This is an optimization exercise on Yosys and OpenROAD, whose aim is small area, a short achievable clock period and few clock cycles per item, not a production implementation.
The RTL was checked by simulation tests, not by an equivalence proof against the original design.
Power is estimated from default activity; no workload was simulated.

==> flow/run.sh <==
#!/bin/bash
# synth_recipe.tcl (not shown) runs the flow's synth.tcl, then flattens the netlist and writes it again
# the make line also repeats each setting of config.mk as NAME=value (left out here)
make -C /OpenROAD-flow-scripts/flow DESIGN_CONFIG=/design/flow/config.mk WORK_HOME=/design/flow/orfs CLKGATE_MAP_FILE= SYNTH_SCRIPT=/design/flow/synth_recipe.tcl finish
==> flow/config.mk <==
export PLATFORM = sky130hd
export DESIGN_NAME = exec_unit
export DESIGN_NICKNAME = exec_unit
export VERILOG_FILES = /design/flow/design.v
export SDC_FILE = /design/flow/constraint.sdc
export NUM_CORES = 4
export LEC_CHECK = 0
export CAP_MARGIN = 20
export CORE_MARGIN = 2
export CORE_UTILIZATION = 40
export PLACE_DENSITY = 0.6
export SLEW_MARGIN = 20
==> flow/constraint.sdc <==
create_clock -name core_clock -period 11.0 [get_ports {clk}]
set_input_delay 2.2000 -clock core_clock [delete_from_list [all_inputs] [get_ports {clk}]]
set_output_delay 2.2000 -clock core_clock [all_outputs]
set_load 0.01 [all_outputs]
==> flow/design.v <==
package exec_pkg;
	localparam int XLEN    = 32;
	localparam int MODE_W  = 5;
	localparam int SUB_W   = 2;
	localparam int DEST_W  = 4;
	localparam int FDEST_W = 2;
	localparam int EXC_W   = 8;
	localparam logic [MODE_W-1:0] MODE_UARITH = 5'd1;
	localparam logic [MODE_W-1:0] MODE_SARITH = 5'd2;
	localparam logic [MODE_W-1:0] MODE_SHIFT  = 5'd5;
	localparam logic [MODE_W-1:0] MODE_LOGIC  = 5'd6;
	localparam logic [MODE_W-1:0] MODE_MOVE   = 5'd9;
	localparam logic [MODE_W-1:0] MODE_CMP    = 5'd17;
	localparam logic [MODE_W-1:0] MODE_SEXT   = 5'd18;
	localparam logic [SUB_W-1:0] ARITH_ADD = 2'd0;
	localparam logic [SUB_W-1:0] ARITH_SUB = 2'd1;
	localparam logic [SUB_W-1:0] ARITH_MUL = 2'd2;
	localparam logic [SUB_W-1:0] ARITH_DIV = 2'd3;
	localparam logic [SUB_W-1:0] SH_LEFT   = 2'd0;
	localparam logic [SUB_W-1:0] SH_RIGHT  = 2'd1;
	localparam logic [SUB_W-1:0] ROT_LEFT  = 2'd2;
	localparam logic [SUB_W-1:0] ROT_RIGHT = 2'd3;
	localparam logic [SUB_W-1:0] LG_AND = 2'd0;
	localparam logic [SUB_W-1:0] LG_OR  = 2'd1;
	localparam logic [SUB_W-1:0] LG_NOT = 2'd2;
	localparam logic [SUB_W-1:0] LG_XOR = 2'd3;
	localparam logic [SUB_W-1:0] CMP_UNSIGNED = 2'd0;
	localparam logic [SUB_W-1:0] CMP_SIGNED   = 2'd1;
	localparam logic [SUB_W-1:0] SEXT_BYTE    = 2'd0;
	localparam logic [SUB_W-1:0] SEXT_HALF    = 2'd1;
	localparam int unsigned SHIFT_MAX = 32;  
	localparam int MUL_BITS_PER_STEP  = 4;   
	localparam logic [EXC_W-1:0] EXC_DIV_ZERO = 8'd5;
	localparam logic [EXC_W-1:0] EXC_SHIFT_L  = 8'd6;
	localparam logic [EXC_W-1:0] EXC_SHIFT_R  = 8'd7;
	typedef union packed {
		logic [2*XLEN-1:0] product;
		struct packed {
			logic [XLEN-1:0] remainder;  
			logic [XLEN-1:0] quotient;   
		} division;
	} wide_result_u;
endpackage
import exec_pkg::*;
module int_mul (
	input  logic [XLEN:0]     acc,    
	input  logic [XLEN:0]     m,      
	input  logic [3:0]        d,      
	input  logic              neg3,   
	output logic [XLEN+4:0]   sum
);
	localparam int W = XLEN + 5;
	logic [W-1:0] me, t0, t1, t2, t3, s1, c1, s2, c2, s3, c3;
	assign me = {{4{m[XLEN]}}, m};
	assign t0 = d[0] ? me : '0;
	assign t1 = d[1] ? (me << 1) : '0;
	assign t2 = d[2] ? (me << 2) : '0;
	assign t3 = d[3] ? ((me << 3) ^ {W{neg3}}) : '0;
	assign s1 = {{4{acc[XLEN]}}, acc} ^ t0 ^ t1;
	assign c1 = (({{4{acc[XLEN]}}, acc} & t0) | ({{4{acc[XLEN]}}, acc} & t1) | (t0 & t1)) << 1;
	assign s2 = t2 ^ t3 ^ s1;
	assign c2 = ((t2 & t3) | (t2 & s1) | (t3 & s1)) << 1;
	assign s3 = s2 ^ c1 ^ c2;
	assign c3 = ((s2 & c1) | (s2 & c2) | (c1 & c2)) << 1;
	assign sum = s3 + c3 + {{(W-1){1'b0}}, neg3};
endmodule
import exec_pkg::*;
module int_div (
	input  logic [XLEN-1:0] rem,
	input  logic [XLEN-1:0] quo,
	input  logic [XLEN-1:0] dvs,
	output logic [XLEN-1:0] rem_next,
	output logic [XLEN-1:0] quo_next
);
	logic [XLEN:0] shifted, trial;
	assign shifted = {rem, quo[XLEN-1]};
	assign trial   = shifted - {1'b0, dvs};
	assign rem_next = trial[XLEN] ? shifted[XLEN-1:0] : trial[XLEN-1:0];
	assign quo_next = {quo[XLEN-2:0], !trial[XLEN]};
endmodule
module lzc32 (
	input  logic [31:0] v,
	output logic [5:0]  n
);
	always_comb begin
		n = 6'd32;
		for (int i = 0; i < 32; i++)
			if (v[i])
				n = 6'(31 - i);
	end
endmodule
import exec_pkg::*;
module int_arith (
	input  logic            neg,
	input  logic [XLEN-1:0] x,
	output logic [XLEN-1:0] y
);
	assign y = (x ^ {XLEN{neg}}) + {{(XLEN-1){1'b0}}, neg};
endmodule
import exec_pkg::*;
module exec_simple (
	input  logic [MODE_W-1:0] mode,
	input  logic [SUB_W-1:0]  sub_op,
	input  logic [XLEN-1:0]   x1,
	input  logic [XLEN-1:0]   x2,
	input  logic [2*XLEN-1:0] wide,     
	output logic [5:0]        sh_amt,   
	output logic [XLEN-1:0]   y_lo,
	output logic [XLEN-1:0]   y_hi
);
	logic is_arith, ext, sub, nz1, nz2, eq, lt;
	logic [XLEN:0] sum;
	logic [XLEN-1:0] wlo, whi;
	assign is_arith = (mode == MODE_UARITH) || (mode == MODE_SARITH);
	assign ext = (mode == MODE_SARITH) || ((mode == MODE_CMP) && (sub_op == CMP_SIGNED));
	assign sub = (mode == MODE_CMP) || (is_arith && (sub_op == ARITH_SUB));
	assign sum = {ext & x1[XLEN-1], x1} + ({ext & x2[XLEN-1], x2} ^ {(XLEN+1){sub}}) + {{XLEN{1'b0}}, sub};
	assign nz1 = (x1 != '0);
	assign nz2 = (x2 != '0);
	assign eq  = (x1 == x2);
	assign lt  = sum[XLEN] && !sub_op[1];
	assign sh_amt = sub_op[0] ? x2[5:0] : 6'd32 - x2[5:0];
	assign whi = wide[2*XLEN-1:XLEN];
	assign wlo = wide[XLEN-1:0];
	always_comb begin
		y_lo = '0;
		y_hi = '0;
		case (mode)
			MODE_UARITH, MODE_SARITH: begin
				case (sub_op)
					ARITH_ADD, ARITH_SUB: begin
						y_lo = sum[XLEN-1:0];
						y_hi = (mode == MODE_UARITH && sub_op == ARITH_ADD) ?
							{{(XLEN-1){1'b0}}, sum[XLEN]} : {XLEN{sum[XLEN]}};
					end
					default: y_lo = x1;  
				endcase
			end
			MODE_SHIFT: begin
				case (sub_op)
					SH_LEFT: begin
						y_lo = wlo;
						y_hi = whi;
					end
					SH_RIGHT: begin
						y_lo = whi;
						y_hi = wlo;
					end
					ROT_LEFT: begin
						y_lo = whi | wlo;
						y_hi = whi;
					end
					ROT_RIGHT: begin
						y_lo = whi | wlo;
						y_hi = wlo;
					end
				endcase
			end
			MODE_LOGIC: begin
				case (sub_op)
					LG_AND: begin
						y_lo    = x1 & x2;
						y_hi[0] = nz1 && nz2;
					end
					LG_OR: begin
						y_lo    = x1 | x2;
						y_hi[0] = nz1 || nz2;
					end
					LG_NOT: begin
						y_lo    = ~x2;
						y_hi[0] = !nz2;
					end
					LG_XOR: begin
						y_lo    = x1 ^ x2;
						y_hi[0] = nz1 ^ nz2;
					end
				endcase
			end
			MODE_CMP: begin
				y_hi[0] = eq;
				y_hi[1] = lt;
			end
			MODE_MOVE: y_lo = x2;
			MODE_SEXT: begin
				case (sub_op)
					SEXT_BYTE: y_lo = {{(XLEN-8){x2[7]}}, x2[7:0]};
					SEXT_HALF: y_lo = {{(XLEN-16){x2[15]}}, x2[15:0]};
					default:   y_lo = '0;
				endcase
			end
			default: ;
		endcase
	end
endmodule
import exec_pkg::*;
module exec_unit (
	input  logic               clk,
	input  logic               rst,
	input  logic               in_valid,
	output logic               in_ready,
	input  logic [MODE_W-1:0]  mode,
	input  logic [SUB_W-1:0]   sub_op,
	input  logic [XLEN-1:0]    x1,
	input  logic [XLEN-1:0]    x2,
	input  logic [DEST_W-1:0]  dest_sel,
	input  logic [FDEST_W-1:0] flag_sel,
	output logic               out_valid,
	input  logic               out_ready,
	output logic [XLEN-1:0]    y_lo,
	output logic [XLEN-1:0]    y_hi,
	output logic [DEST_W-1:0]  dest,
	output logic [FDEST_W-1:0] flag_dest,
	output logic               exc,
	output logic [EXC_W-1:0]   exc_code
);
	localparam logic [2:0] ST_MUL = 3'd0, ST_MAG = 3'd1, ST_NORM = 3'd2, ST_DIV = 3'd3, ST_FIX = 3'd4;
	logic busy, accept;
	logic [2:0] st;
	logic [4:0] cnt;
	logic [XLEN-1:0] b;       
	logic bs;                 
	logic hx;                 
	logic msg, neg_a, neg_b, neg_q, neg_r;
	logic [1:0] code_lo;
	logic is_arith, sgn, is_mul, is_div, div_zero, sh_bad, raise, long_op, known;
	assign is_arith = (mode == MODE_UARITH) || (mode == MODE_SARITH);
	assign sgn      = (mode == MODE_SARITH);
	assign is_mul   = is_arith && (sub_op == ARITH_MUL);
	assign is_div   = is_arith && (sub_op == ARITH_DIV);
	assign div_zero = is_div && (x2 == '0);
	assign sh_bad   = (mode == MODE_SHIFT) && ((x2[XLEN-1:6] != '0) || (x2[5] && (x2[4:0] != '0)));
	assign raise    = div_zero || sh_bad;
	assign long_op  = is_mul || (is_div && !div_zero);
	assign known    = is_arith || (mode == MODE_SHIFT) || (mode == MODE_LOGIC) ||
		(mode == MODE_MOVE) || (mode == MODE_CMP) || (mode == MODE_SEXT);
	assign in_ready = !busy && (!out_valid || out_ready);
	assign accept   = in_valid && in_ready;
	logic [5:0] sh_amt, norm_amt, lza, lzb;
	logic [XLEN-1:0] sh_src, simple_lo, simple_hi;
	logic [2*XLEN-1:0] wide;
	assign sh_src = busy ? y_lo : x1;
	assign wide   = {sh_src, {XLEN{1'b0}}} >> (busy ? norm_amt : sh_amt);
	exec_simple u_simple (
		.mode   (mode),
		.sub_op (sub_op),
		.x1     (x1),
		.x2     (x2),
		.wide   (wide),
		.sh_amt (sh_amt),
		.y_lo   (simple_lo),
		.y_hi   (simple_hi)
	);
	logic last;
	logic [XLEN+4:0] msum;
	assign last = (cnt == 5'd0);
	int_mul u_mul (
		.acc  ({hx, y_hi}),
		.m    ({bs, b}),
		.d    (y_lo[3:0]),
		.neg3 (msg && last && y_lo[3]),
		.sum  (msum)
	);
	logic [XLEN-1:0] rem_next, quo_next;
	int_div u_div (
		.rem      (y_hi),
		.quo      (y_lo),
		.dvs      (b),
		.rem_next (rem_next),
		.quo_next (quo_next)
	);
	lzc32 u_lza (.v(y_lo), .n(lza));
	lzc32 u_lzb (.v(b),    .n(lzb));
	assign norm_amt = 6'd1 + lzb - lza;
	logic [XLEN-1:0] neg_lo, neg_other;
	int_arith u_neg_lo (
		.neg (st == ST_MAG ? neg_a : neg_q),
		.x   (y_lo),
		.y   (neg_lo)
	);
	int_arith u_neg_other (
		.neg (st == ST_MAG ? neg_b : neg_r),
		.x   (st == ST_MAG ? b : y_hi),
		.y   (neg_other)
	);
	always_ff @(posedge clk) begin
		if (rst) begin
			busy      <= 1'b0;
			out_valid <= 1'b0;
		end else begin
			if (out_valid && out_ready)
				out_valid <= 1'b0;
			if (accept) begin
				busy      <= long_op;
				out_valid <= !long_op;
			end else if (busy) begin
				case (st)
					ST_MUL: if (last) begin
						busy      <= 1'b0;
						out_valid <= 1'b1;
					end
					ST_NORM: if (lza > lzb && !(neg_q || neg_r)) begin
						busy      <= 1'b0;
						out_valid <= 1'b1;
					end
					ST_DIV: if (last && !(neg_q || neg_r)) begin
						busy      <= 1'b0;
						out_valid <= 1'b1;
					end
					ST_FIX: begin
						busy      <= 1'b0;
						out_valid <= 1'b1;
					end
					default: ;
				endcase
			end
		end
	end
	always_ff @(posedge clk) begin
		if (accept) begin
			y_lo      <= raise ? '0 : simple_lo;
			y_hi      <= raise ? '0 : simple_hi;
			hx        <= 1'b0;
			b         <= x2;
			bs        <= sgn && x2[XLEN-1];
			msg       <= sgn;
			neg_a     <= sgn && x1[XLEN-1];
			neg_b     <= sgn && x2[XLEN-1];
			neg_q     <= sgn && (x1[XLEN-1] ^ x2[XLEN-1]);
			neg_r     <= sgn && x1[XLEN-1];
			cnt       <= 5'd7;
			st        <= is_mul ? ST_MUL : (sgn && (x1[XLEN-1] || x2[XLEN-1])) ? ST_MAG : ST_NORM;
			dest      <= (raise || !known) ? '0 : dest_sel;
			flag_dest <= (raise || !known) ? '0 : flag_sel;
			exc       <= raise;
			code_lo   <= div_zero ? 2'd1 : sub_op[0] ? 2'd3 : 2'd2;
		end else if (busy) begin
			case (st)
				ST_MUL: begin
					{hx, y_hi} <= msum[XLEN+4:4];
					y_lo       <= {msum[3:0], y_lo[XLEN-1:4]};
					cnt        <= cnt - 5'd1;
				end
				ST_MAG: begin
					y_lo <= neg_lo;
					b    <= neg_other;
					st   <= ST_NORM;
				end
				ST_NORM: begin
					if (lza > lzb) begin
						y_hi <= y_lo;
						y_lo <= '0;
						st   <= ST_FIX;
					end else begin
						{y_hi, y_lo} <= wide;
						cnt <= 5'(lzb - lza);
						st  <= ST_DIV;
					end
				end
				ST_DIV: begin
					y_hi <= rem_next;
					y_lo <= quo_next;
					cnt  <= cnt - 5'd1;
					if (last)
						st <= ST_FIX;
				end
				ST_FIX: begin
					y_lo <= neg_lo;
					y_hi <= neg_other;
				end
				default: ;
			endcase
		end
	end
	assign exc_code = exc ? {5'd0, 1'b1, code_lo} : '0;
endmodule
==> summary.txt <==
-- registers in the layout (all words and copies together) (netlist names) --
register,count
y_hi,32
msg,1
neg_q,1
busy,1
st,3
neg_r,1
neg_b,1
code_lo,2
b,32
flag_dest,2
exc,1
dest,4
cnt,5
y_lo,32
out_valid,1
hx,1
-- where the power goes --
part | internal, mW | switching, mW | total, mW | leakage [nW]
Combinational | 2.39 | 3.96 | 6.35 | 11.1
Sequential | 0.685 | 0.279 | 0.964 | 1.18
Clock | 0.327 | 0.246 | 0.574 | 0.266
-- routing by layer --
layer  routed length (um)  global-route usage  vias up
met5                  147              0.0115        -
met4                11100               0.253        8
met3                16400              0.0955      436
li1                     -                   -    13573
met1                54500               0.497    14549
met2                58700               0.569     2114
-- layout by cell type, fill, tap and decap left out, types with 15 or more instances in the layout --
cell type	Yosys	final
a211oi_1	78	78
a21o_1	49	49
a21oi_1	337	337
a221oi_1	42	42
a222oi_1	15	15
a22oi_1	25	25
a31oi_1	43	43
and2_1	76	76
and3_1	23	23
buf_4	11	94
clkbuf_16	0	17
clkdlybuf4s50_1	0	154
edfxtp_1	112	112
fa_1	106	106
ha_1	191	191
inv_1	290	290
mux2_2	21	21
mux2i_1	167	164
mux4_2	29	29
nand2_1	353	352
nand2b_1	42	42
nand3_1	58	58
nand4_1	16	16
nor2_1	317	315
nor2b_1	27	27
nor3_1	53	51
nor4_1	41	41
o211ai_1	63	63
o21a_1	16	16
o21ai_0	322	321
o221ai_1	24	24
o22ai_1	44	44
o31ai_1	19	17
or2_2	15	15
or3_1	21	21
xnor2_1	161	160
xor2_1	53	53
-- cell type report --
cell class / instances / area, sq um / share of cell area
repair buffers: 251 / 2290 / 0.0743
well taps: 931 / 1160 / 0.0378
diodes: 7 / 17.5 / 0.000568
clock buffers: 24 / 482 / 0.0156
flip-flops and latches: 120 / 3520 / 0.114
clock inverters: 8 / 76.3 / 0.00248
inverters: 291 / 1090 / 0.0354
multi-input cells: 3065 / 22200 / 0.719
-- worst register-to-register path: stages (launching register included) --
cell	delay, ns
edfxtp_1	0.53
nand2b_1	0.13
a21oi_1	0.07
o21ai_0	0.18
a21oi_1	0.11
o21ai_0	0.20
a21oi_1	0.11
o21ai_0	0.17
a21oi_1	0.10
o21ai_0	0.23
a41oi_1	0.21
o41a_1	0.58
ha_1	0.30
ha_1	1.02
buf_4	0.42
mux2i_1	0.15
mux4_2	0.57
mux2i_1	0.37
mux2i_1	0.12
o21ai_0	0.91
a21oi_1	0.40
mux2i_1	0.50
a211oi_1	0.14
o21ai_0	0.09
-- cells by family after synthesis --
family / after synthesis / synth area share
mux: 222 / 0.0944
fa+ha+maj: 297 / 0.162
flops: 120 / 0.126
buf+inv: 585 / 0.0825
simple gates: 1097 / 0.187
xor+xnor: 214 / 0.0672
other cells: 1 / 0.000134
compound gates: 1230 / 0.281
-- final timing paths --
check,from,endpoint,slack (ns),depth (start not counted)
setup reg to reg,b[0],y_hi[14],3.23,23
setup / recovery,mode[3],y_hi[28],2.65,18
hold / removal,cnt[4],cnt[4],0.51,2
hold reg to reg,cnt[4],cnt[4],0.51,2
-- metrics by stage --
| stage | setup WS [ns] | hold slack (ns) |
|---|---|---|
| 6_report | 2.65 | 0.506 |
| 4_1_cts | 2.86 | 0.493 |
| 5_1_grt | 2.42 | 0.539 |
| 2_1_floorplan | 4.19 | 0.456 |
| 3_5_place_dp | 2.40 | 0.478 |
| 3_3_place_gp | 2.47 | 0.476 |
==> summary.md <==
| Metric | Value |
|---|---|
| EDFF count, synth | `112` |
| Vias in the first global route | `28140` |
| Die W | `268 um` |
| Iteration-0 DRC Markers | `around 4100` |
| Via Count | `30680` |
| Normalized max-slew margin | `0.206` |
| Layout cell share with drive strength beyond 1 | `0.0628` |
| Max VDD drop | `around 0.18 mV` |
| Crit Path Max Fanout | `14` |
| Std cell rows | `96` |
| Distinct cell type count after synthesis | `98` |
| WL final | `about 140000 um` |
| Worst Max-Slew Pin Slew | `approximately 1.2 ns` |
| Largest net degree at the start of global routing | `between 80 and 90` |
| Antenna violations before repair | `11` |
| Fmax | `about 0.12 GHz` |
| Status | `complete, no violations` |
| GR Util All Layers | `0.385` |
| Post-DP Area | `around 30000 sq um` |
| Req. time, crit path | `approximately 11 ns` |
| Core area | `68800 sq um` |
| Cells after DPL | `4656` |
| Max incr delay on CP | `just over 0.7 ns` |
| RSZ-0062 raised after global routing | `false` |
| Post-CTS sizing | `0` |
| Remaining global-route overflow | `0` |
| Final setup fails | `0` |
| Hold WC Path Type | `reg2reg` |
| Worst-skew pair later-pin latency | `~0.47 ns` |
| Clk buf depth | `2` |
| Sink Count | `120` |
| GP Congestion | `around 1.1` |
| Largest delay contributor family on the critical path | `simple AND/OR/NAND/NOR gates` |
| Syn_area_per_cell | `between 7 and 8 sq um` |
| Most numerous cell in the Yosys netlist | `nand2_1` |
| Post-synth top area cell | `edfxtp_1` |
| Hold Buf Count CTS | `0` |
| Die Y | `~270 um` |
| Most frequent cells after synthesis | `nand2_1, a21oi_1, o21ai_0` |
| Fillers | `7058` |
| Starting density of the core | `0.405` |
| Slowest CP cell | `nand3b_1` |
| Syn Std Cell Area | `roughly 28000 sq um` |
| Final Hold Viols | `0` |
| Critical path launch point type | `input port` |
| Ys async rst share | `0` |
| Root Driver | `clkbuf_16` |
| Fin crit share | `0.759` |
| Lkg Pwr | `12.6 nW` |
| Area share of the largest cell type after synthesis | `0.121` |
| Max-cap violation count | `0` |
| Slew Viols, Final | `0` |
| Global-route wire length before repair | `between 200000 and 250000 um` |
| Fin area | `~31000 sq um` |
| Pre-Repair DR Iteration Count | `9` |
| FF+latch count, synth | `between 100 and 150` |
| PD cells | `between 200 and 300 nW/um^2` |
| Max H-tree Level | `4` |
| Worst Setup Path Type | `in2reg` |
| WP buf/inv | `2` |
| Syn. warnings | `3` |
| Largest cells by area after synthesis | `edfxtp_1, ha_1, fa_1` |
| Layout net count | `4124` |
| DR WL/cell | `approximately 30 um` |
| Register area share after synthesis | `0.126` |
| Layout area overhead | `10.5%` |
| Post-CTS setup buffers | `0` |
| Residual DRC | `0` |
| Fin util | `0.448` |
| Minimum clock period | `between 8 and 9 ns` |
| Fin Clk Skew | `around 0.014 ns` |
| Setup TNS | `0 ns` |
| I/O pins | `162` |
| IO Port Bufs | `156` |
| Total power | `7.88 mW` |
| ANT nets after route | `0` |
| Crit. End Element | `flip-flop` |
| Ys flop type | `edfxtp_1` |
| DP HPWL | `about 110000 um` |
| Clock Pin Slew Worst Setup and Hold Paths | `about 0.070 ns` |
| Finished Layout Cells | `approximately 4700` |
| Worst path arrival time | `approximately 8.6 ns` |
| CTS Buf Count | `17` |
| Crit-path cells | `clkdlybuf4s50_1 -> or3_1 -> nor3_2 -> nor2_4 -> xnor2_1 -> inv_1 -> fa_1 -> nor2b_1 -> o21ai_0 -> a21oi_1 -> o2111ai_1 -> o31ai_2 -> a31oi_1 -> o211ai_1 -> xor2_1 -> nand3b_1 -> o221ai_1 -> or2_2` |
| Die ar. | `slightly above 70000 sq um` |
| Routed vias/inst | `6.53` |
| TritonCTS clock tree | `built` |
| Post-Syn Instances | `around 3800` |
Testbench counts, summed over its fixed seeds: cycles 72,541, ops 32,000.

## afterwards: timing with drivers on the ports
No port has a modelled driver above. Below, the same layout with a new extraction and two added sets of constraints.
Step 1 assumes that a clkbuf_16 drives the clock port and a buf_2 every other input.
Step 2 adds t to the input delays and takes it off the output delays; t is the mean of the earliest and latest rising clock arrival at the registers after step 1. Input paths then give back, and output paths get back, about the clock's delay inside the block.
Slacks: ideal ports / drivers / drivers and shift; pairs: ideal ports / drivers.
shift t [ns]: 0.528
setup WS [ns]: 2.654 / 2.649 / 2.121
slew at the worst register clock pin (ns): 0.07 / 0.07
After both steps setup and hold are still met in this run. For this run, drivers alone change the setup slack by -0.005 ns; drivers and shift together by -0.533 ns.
